From an optimization exercise on the open Yosys and OpenROAD flow, aimed at small area, a short achievable clock period and few clock cycles per item; shortcuts taken in it are not production practice. Function was checked by simulation only, so behaviour that the tests miss may differ from the original. Power and IR drop assume default switching activity.

==> flow/design.v <==
package accelbrot_pkg;
  typedef enum logic [1:0] {
    IDLE,
    ARM,
    BURST
  } state_e;
  function automatic int widx_bits(input int n);
    widx_bits = (n > 1) ? $clog2(n) : 1;
  endfunction
endpackage
module accelbrot_serial_addsub #(
  parameter int WWIDTH = 34
) (
  input  logic              clk,
  input  logic              rstn,
  input  logic              en_i,
  input  logic              first_i,
  input  logic              sub_i,
  input  logic [WWIDTH-1:0] x_i,
  input  logic [WWIDTH-1:0] y_i,
  output logic [WWIDTH-1:0] s_o
);
  logic              c_q;
  logic              cin;
  logic              co;
  logic [WWIDTH-1:0] y_op;
  assign y_op = sub_i ? ~y_i : y_i;
  assign cin  = first_i ? sub_i : c_q;
  assign {co, s_o} = {1'b0, x_i} + {1'b0, y_op}
                   + {{WWIDTH{1'b0}}, cin};
  always_ff @(posedge clk or negedge rstn) begin
    if (!rstn) c_q <= 1'b0;
    else if (en_i) c_q <= co;
  end
endmodule
module accelbrot_scan_gen #(
  parameter int NWORDS = 8,
  parameter int WWIDTH = 34,
  parameter int TWIDTH = 24,
  parameter int XWIDTH = 12,
  parameter int YWIDTH = 12
) (
  input  logic                     clk,
  input  logic                     rstn,
  input  logic [NWORDS*WWIDTH-1:0] cfg_a0,
  input  logic [NWORDS*WWIDTH-1:0] cfg_b0,
  input  logic [NWORDS*WWIDTH-1:0] cfg_step,
  input  logic [XWIDTH-1:0]        cfg_width,
  input  logic [YWIDTH-1:0]        cfg_height,
  input  logic                     ctl_start,
  output logic                     ctl_busy,
  output logic                     ctl_done,
  output logic [31:0]              sts_num_issued,
  output logic [WWIDTH-1:0]        enter_a,
  output logic [WWIDTH-1:0]        enter_b,
  output logic [TWIDTH-1:0]        enter_tag,
  output logic                     enter_start,
  output logic                     enter_valid,
  input  logic                     enter_bp
);
  localparam int NB = NWORDS * WWIDTH;
  localparam int WB = accelbrot_pkg::widx_bits(NWORDS);
  localparam logic [WB-1:0] WLAST = WB'(NWORDS - 1);
  localparam logic [WB-1:0] WLOAD = WB'(NWORDS - 4);
  localparam logic [WB-1:0] WPRE0 = WB'(NWORDS - 3);
  localparam int RB = 4 * WWIDTH;             
  localparam int S1 = (WWIDTH + 2) / 3;       
  localparam int S2 = (WWIDTH - S1) / 2;
  localparam int S3 = WWIDTH - S1 - S2;
  localparam int CW = XWIDTH + YWIDTH;
  logic [NB-1:0]     a_cur_q, a_row0_q, b_cur_q, step_q;
  logic [S1:0]       l1_q;
  logic [S1+S2:0]    l2_q;
  logic [WWIDTH:0]   p_q;
  logic              c_q, sel1_q, sel2_q, sel3_q, nsel1_q, nsel2_q, nsel3_q;
  logic [XWIDTH-1:0] width_q, xrem_q;
  logic [YWIDTH-1:0] yrem_q;
  logic              w1_q, w12_q, eor_q, eorn_q, lrow_q, first_q;
  logic [WB-1:0]     ph_q;
  logic [CW-1:0]     issued_q;
  logic              busy_q, run_q, idle_q, done_q, valid_q, vld_q, estart_q;
  logic              empty, go, wlast, wend, last_px, begin_b, ag, bg;
  logic              c_n;
  logic [S1-1:0]     x1, y1;
  logic [S2-1:0]     x2, y2;
  logic [S3-1:0]     x3, y3;
  logic [WWIDTH-1:0] a_lo, b_lo, r_lo, a0w, sum, a_ent, b_ent;
  assign empty   = (cfg_width == '0) || (cfg_height == '0);
  assign go      = ctl_start && !busy_q;
  assign wlast   = (ph_q == WLAST);
  assign wend    = valid_q && wlast;
  assign last_px = eor_q && lrow_q;
  assign begin_b = !enter_bp && busy_q && wlast && !(wend && last_px);
  assign a_lo = a_cur_q[WWIDTH-1:0];
  assign b_lo = b_cur_q[WWIDTH-1:0];
  assign r_lo = a_row0_q[WWIDTH-1:0];
  assign ag  = vld_q && !eor_q;
  assign bg  = vld_q && eor_q;
  assign a0w = first_q ? a_lo : r_lo;
  assign x1 = sel1_q ? b_cur_q[3*WWIDTH +: S1] : a_cur_q[3*WWIDTH +: S1];
  assign y1 = step_q[3*WWIDTH +: S1] ^ {S1{!nsel1_q}};
  assign x2 = sel2_q ? b_cur_q[2*WWIDTH+S1 +: S2] : a_cur_q[2*WWIDTH+S1 +: S2];
  assign y2 = step_q[2*WWIDTH+S1 +: S2] ^ {S2{!nsel2_q}};
  assign x3 = sel3_q ? b_cur_q[WWIDTH+S1+S2 +: S3] : a_cur_q[WWIDTH+S1+S2 +: S3];
  assign y3 = step_q[WWIDTH+S1+S2 +: S3] ^ {S3{!nsel3_q}};
  assign sum   = p_q[WWIDTH-1:0] + WWIDTH'(c_q);
  assign c_n   = p_q[WWIDTH] || (c_q && (&p_q[WWIDTH-1:0]));
  assign a_ent = ag ? sum : bg ? a0w : a_lo;
  assign b_ent = bg ? sum : b_lo;
  always_ff @(posedge clk) begin
    a_cur_q  <= {cfg_a0[NB-RB-1:0], cfg_a0[NB-1:NB-RB]} & {NB{idle_q}}
              | {a_ent, a_cur_q[NB-1:WWIDTH]} & {NB{run_q}};
    b_cur_q  <= {cfg_b0[NB-RB-1:0], cfg_b0[NB-1:NB-RB]} & {NB{idle_q}}
              | {b_ent, b_cur_q[NB-1:WWIDTH]} & {NB{run_q}};
    step_q   <= {cfg_step[NB-RB-1:0], cfg_step[NB-1:NB-RB]} & {NB{idle_q}}
              | {step_q[WWIDTH-1:0], step_q[NB-1:WWIDTH]} & {NB{run_q}};
    a_row0_q <= {a0w, a_row0_q[NB-1:WWIDTH]};
    l1_q     <= {1'b0, x1} + {1'b0, y1} + (S1+1)'(sel1_q && ph_q == WPRE0);
    l2_q     <= {{1'b0, x2} + {1'b0, y2} + (S2+1)'(l1_q[S1]), l1_q[S1-1:0]};
    p_q      <= {{1'b0, x3} + {1'b0, y3} + (S3+1)'(l2_q[S1+S2]), l2_q[S1+S2-1:0]};
    if (ph_q == WLOAD || ph_q == WLAST) begin
      sel1_q  <= vld_q ? eorn_q : eor_q;
      nsel1_q <= !(vld_q ? eorn_q : eor_q);
    end
    sel2_q   <= sel1_q;
    nsel2_q  <= nsel1_q;
    sel3_q   <= sel2_q;
    nsel3_q  <= nsel2_q;
    c_q      <= c_n && !wlast;
    if (idle_q) begin
      width_q <= cfg_width;
      xrem_q  <= cfg_width;
      yrem_q  <= cfg_height;
      w1_q    <= (cfg_width == XWIDTH'(1));
      w12_q   <= (cfg_width == XWIDTH'(1)) || (cfg_width == XWIDTH'(2));
      eor_q   <= (cfg_width == XWIDTH'(1));
      eorn_q  <= (cfg_width == XWIDTH'(1)) || (cfg_width == XWIDTH'(2));
      lrow_q  <= (cfg_height == YWIDTH'(1));
      first_q <= 1'b1;
    end else if (wend) begin
      first_q <= 1'b0;
      eor_q   <= eorn_q;
      if (eor_q) begin
        xrem_q <= width_q;
        eorn_q <= w12_q;
        yrem_q <= yrem_q - YWIDTH'(1);
        lrow_q <= (yrem_q == YWIDTH'(2));
      end else begin
        xrem_q <= xrem_q - XWIDTH'(1);
        eorn_q <= (xrem_q == XWIDTH'(3)) || (xrem_q == XWIDTH'(2) && w1_q);
      end
    end
  end
  always_ff @(posedge clk or negedge rstn) begin
    if (!rstn) begin
      ph_q     <= '0;
      issued_q <= '0;
      busy_q   <= 1'b0;
      run_q    <= 1'b0;
      idle_q   <= 1'b1;
      done_q   <= 1'b0;
      valid_q  <= 1'b0;
      vld_q    <= 1'b0;
      estart_q <= 1'b0;
    end else begin
      ph_q     <= busy_q ? ph_q + WB'(1) : WLOAD;
      done_q   <= (go && empty) || (wend && last_px);
      estart_q <= begin_b;
      if (begin_b) begin
        valid_q <= 1'b1;
        vld_q   <= 1'b1;
      end else if (wlast) begin
        valid_q <= 1'b0;
        vld_q   <= 1'b0;
      end
      if (go && !empty) begin
        busy_q   <= 1'b1;
        run_q    <= 1'b1;
        idle_q   <= 1'b0;
        issued_q <= '0;
      end else if (wend) begin
        issued_q <= issued_q + CW'(1);
        if (last_px) begin
          busy_q <= 1'b0;
          run_q  <= 1'b0;
          idle_q <= 1'b1;
        end
      end
    end
  end
  assign ctl_busy       = busy_q;
  assign ctl_done       = done_q;
  assign sts_num_issued = 32'(issued_q);
  assign enter_a        = a_lo;
  assign enter_b        = b_lo;
  assign enter_tag      = issued_q[TWIDTH-1:0];
  assign enter_start    = estart_q;
  assign enter_valid    = valid_q;
endmodule
==> flow/config.mk <==
export PLATFORM = sky130hd
export DESIGN_NAME = accelbrot_scan_gen
export DESIGN_NICKNAME = accelbrot_scan_gen
export VERILOG_FILES = /design/flow/design.v
export SDC_FILE = /design/flow/constraint.sdc
export NUM_CORES = 4
export LEC_CHECK = 0
export CAP_MARGIN = 20
export CORE_MARGIN = 2
export CORE_UTILIZATION = 55
export SETUP_SLACK_MARGIN = 2.7
export SLEW_MARGIN = 20
==> flow/constraint.sdc <==
create_clock -name core_clock -period 5.0 [get_ports {clk}]
set_input_delay 1.0000 -clock core_clock [delete_from_list [all_inputs] [get_ports {clk}]]
set_output_delay 1.0000 -clock core_clock [all_outputs]
set_load 0.01 [all_outputs]
standard.sh (not shown) runs the stock make flow with config.mk's settings and CLKGATE_MAP_FILE= SYNTH_SCRIPT=/design/flow/synth_recipe.tcl, a recipe that flattens the netlist after the stock synthesis.
==> flow/flow/run.sh <==
#!/bin/bash
# Standard ORFS layout (the standard.sh) with plain buffers on the ports,
# larger clock-tree leaf clusters driven by smaller buffers, and no dummy
# clock loads.
set -euo pipefail
bash standard.sh "BUFFER_PORTS_ARGS=-buffer_cell sky130_fd_sc_hd__buf_1" \
  "CTS_ARGS=-sink_clustering_enable -repair_clock_nets -dont_use_dummy_load -root_buf sky130_fd_sc_hd__clkbuf_16 -sink_clustering_buffer sky130_fd_sc_hd__clkbuf_8 -sink_clustering_size 14 -sink_clustering_max_diameter 50 -buf_list {sky130_fd_sc_hd__clkbuf_8 sky130_fd_sc_hd__clkbuf_16}" \
  finish > standard_make.log 2>&1
Testbench counts at the start, summed over its fixed seeds: cycles 281,032, pixels 35,068.
Edit:
--- a/flow/design.v
+++ b/flow/design.v
@@ -58,24 +58,25 @@
   output logic                     enter_valid,
   input  logic                     enter_bp
 );
   localparam int NB = NWORDS * WWIDTH;
   localparam int WB = accelbrot_pkg::widx_bits(NWORDS);
   localparam logic [WB-1:0] WLAST = WB'(NWORDS - 1);
-  localparam logic [WB-1:0] WLOAD = WB'(NWORDS - 4);
-  localparam logic [WB-1:0] WPRE0 = WB'(NWORDS - 3);
-  localparam int RB = 4 * WWIDTH;             
+  localparam logic [WB-1:0] WLOAD = WB'(NWORDS - 5);
+  localparam logic [WB-1:0] WPRE0 = WB'(NWORDS - 4);
+  localparam int RB = 5 * WWIDTH;             
   localparam int S1 = (WWIDTH + 2) / 3;       
   localparam int S2 = (WWIDTH - S1) / 2;
   localparam int S3 = WWIDTH - S1 - S2;
   localparam int CW = XWIDTH + YWIDTH;
   logic [NB-1:0]     a_cur_q, a_row0_q, b_cur_q, step_q;
   logic [S1:0]       l1_q;
   logic [S1+S2:0]    l2_q;
   logic [WWIDTH:0]   p_q;
-  logic              c_q, sel1_q, sel2_q, sel3_q, nsel1_q, nsel2_q, nsel3_q;
+  logic [S1-1:0]     x1_q, y1_q;
+  logic              c_q, c1_q, sel0_q, nsel0_q, sel1_q, nsel1_q, sel2_q, sel3_q, nsel2_q, nsel3_q;
   logic [XWIDTH-1:0] width_q, xrem_q;
   logic [YWIDTH-1:0] yrem_q;
   logic              w1_q, w12_q, eor_q, eorn_q, lrow_q, first_q;
   logic [WB-1:0]     ph_q;
   logic [CW-1:0]     issued_q;
   logic              busy_q, run_q, idle_q, done_q, valid_q, vld_q, estart_q;
@@ -94,14 +95,14 @@
   assign a_lo = a_cur_q[WWIDTH-1:0];
   assign b_lo = b_cur_q[WWIDTH-1:0];
   assign r_lo = a_row0_q[WWIDTH-1:0];
   assign ag  = vld_q && !eor_q;
   assign bg  = vld_q && eor_q;
   assign a0w = first_q ? a_lo : r_lo;
-  assign x1 = sel1_q ? b_cur_q[3*WWIDTH +: S1] : a_cur_q[3*WWIDTH +: S1];
-  assign y1 = step_q[3*WWIDTH +: S1] ^ {S1{!nsel1_q}};
+  assign x1 = sel0_q ? b_cur_q[4*WWIDTH +: S1] : a_cur_q[4*WWIDTH +: S1];
+  assign y1 = step_q[4*WWIDTH +: S1] ^ {S1{!nsel0_q}};
   assign x2 = sel2_q ? b_cur_q[2*WWIDTH+S1 +: S2] : a_cur_q[2*WWIDTH+S1 +: S2];
   assign y2 = step_q[2*WWIDTH+S1 +: S2] ^ {S2{!nsel2_q}};
   assign x3 = sel3_q ? b_cur_q[WWIDTH+S1+S2 +: S3] : a_cur_q[WWIDTH+S1+S2 +: S3];
   assign y3 = step_q[WWIDTH+S1+S2 +: S3] ^ {S3{!nsel3_q}};
   assign sum   = p_q[WWIDTH-1:0] + WWIDTH'(c_q);
   assign c_n   = p_q[WWIDTH] || (c_q && (&p_q[WWIDTH-1:0]));
@@ -112,19 +113,24 @@
               | {a_ent, a_cur_q[NB-1:WWIDTH]} & {NB{run_q}};
     b_cur_q  <= {cfg_b0[NB-RB-1:0], cfg_b0[NB-1:NB-RB]} & {NB{idle_q}}
               | {b_ent, b_cur_q[NB-1:WWIDTH]} & {NB{run_q}};
     step_q   <= {cfg_step[NB-RB-1:0], cfg_step[NB-1:NB-RB]} & {NB{idle_q}}
               | {step_q[WWIDTH-1:0], step_q[NB-1:WWIDTH]} & {NB{run_q}};
     a_row0_q <= {a0w, a_row0_q[NB-1:WWIDTH]};
-    l1_q     <= {1'b0, x1} + {1'b0, y1} + (S1+1)'(sel1_q && ph_q == WPRE0);
+    x1_q     <= x1;
+    y1_q     <= y1;
+    c1_q     <= sel0_q && ph_q == WPRE0;
+    l1_q     <= {1'b0, x1_q} + {1'b0, y1_q} + (S1+1)'(c1_q);
     l2_q     <= {{1'b0, x2} + {1'b0, y2} + (S2+1)'(l1_q[S1]), l1_q[S1-1:0]};
     p_q      <= {{1'b0, x3} + {1'b0, y3} + (S3+1)'(l2_q[S1+S2]), l2_q[S1+S2-1:0]};
     if (ph_q == WLOAD || ph_q == WLAST) begin
-      sel1_q  <= vld_q ? eorn_q : eor_q;
-      nsel1_q <= !(vld_q ? eorn_q : eor_q);
+      sel0_q  <= vld_q ? eorn_q : eor_q;
+      nsel0_q <= !(vld_q ? eorn_q : eor_q);
     end
+    sel1_q   <= sel0_q;
+    nsel1_q  <= nsel0_q;
     sel2_q   <= sel1_q;
     nsel2_q  <= nsel1_q;
     sel3_q   <= sel2_q;
     nsel3_q  <= nsel2_q;
     c_q      <= c_n && !wlast;
     if (idle_q) begin
What happened:
- sequential power came out higher by a few percent
- synthesized area came out higher slightly
- utilization came out lower by 1.0 points
- via count came out lower slightly
- design area hardly moves
- synthesized cell count came out higher by a few percent
- hold slack loses 0.019 ns
Testbench counts after the change, summed over its fixed seeds: cycles 281,128, pixels 35,068.

## port drivers added, routing unchanged
No port has a modelled driver above. Below, the same layouts with a new extraction and two added sets of constraints.
Step 1 assumes that a clkbuf_16 drives the clock port and a buf_2 every other input.
Step 2, shift: input delay + t, output delay - t, t = (earliest + latest rising clock arrival at the registers) / 2. This alone moves slack from input paths to output paths.
Slacks: ideal / step 1 / step 2; pairs: ideal / step 1.
run	shift t [ns]	setup WS [ns]	worst hold slack (ns)
the first run	0.689	2.608 / 2.608 / 2.205	0.285 / 0.285 / 0.285
the second run	0.678	2.734 / 2.666 / 2.248	0.265 / 0.265 / 0.265
After both steps every run listed still meets setup and hold. For the second run, which loses most, drivers alone change the setup slack by -0.068 ns; drivers and shift together by -0.486 ns.
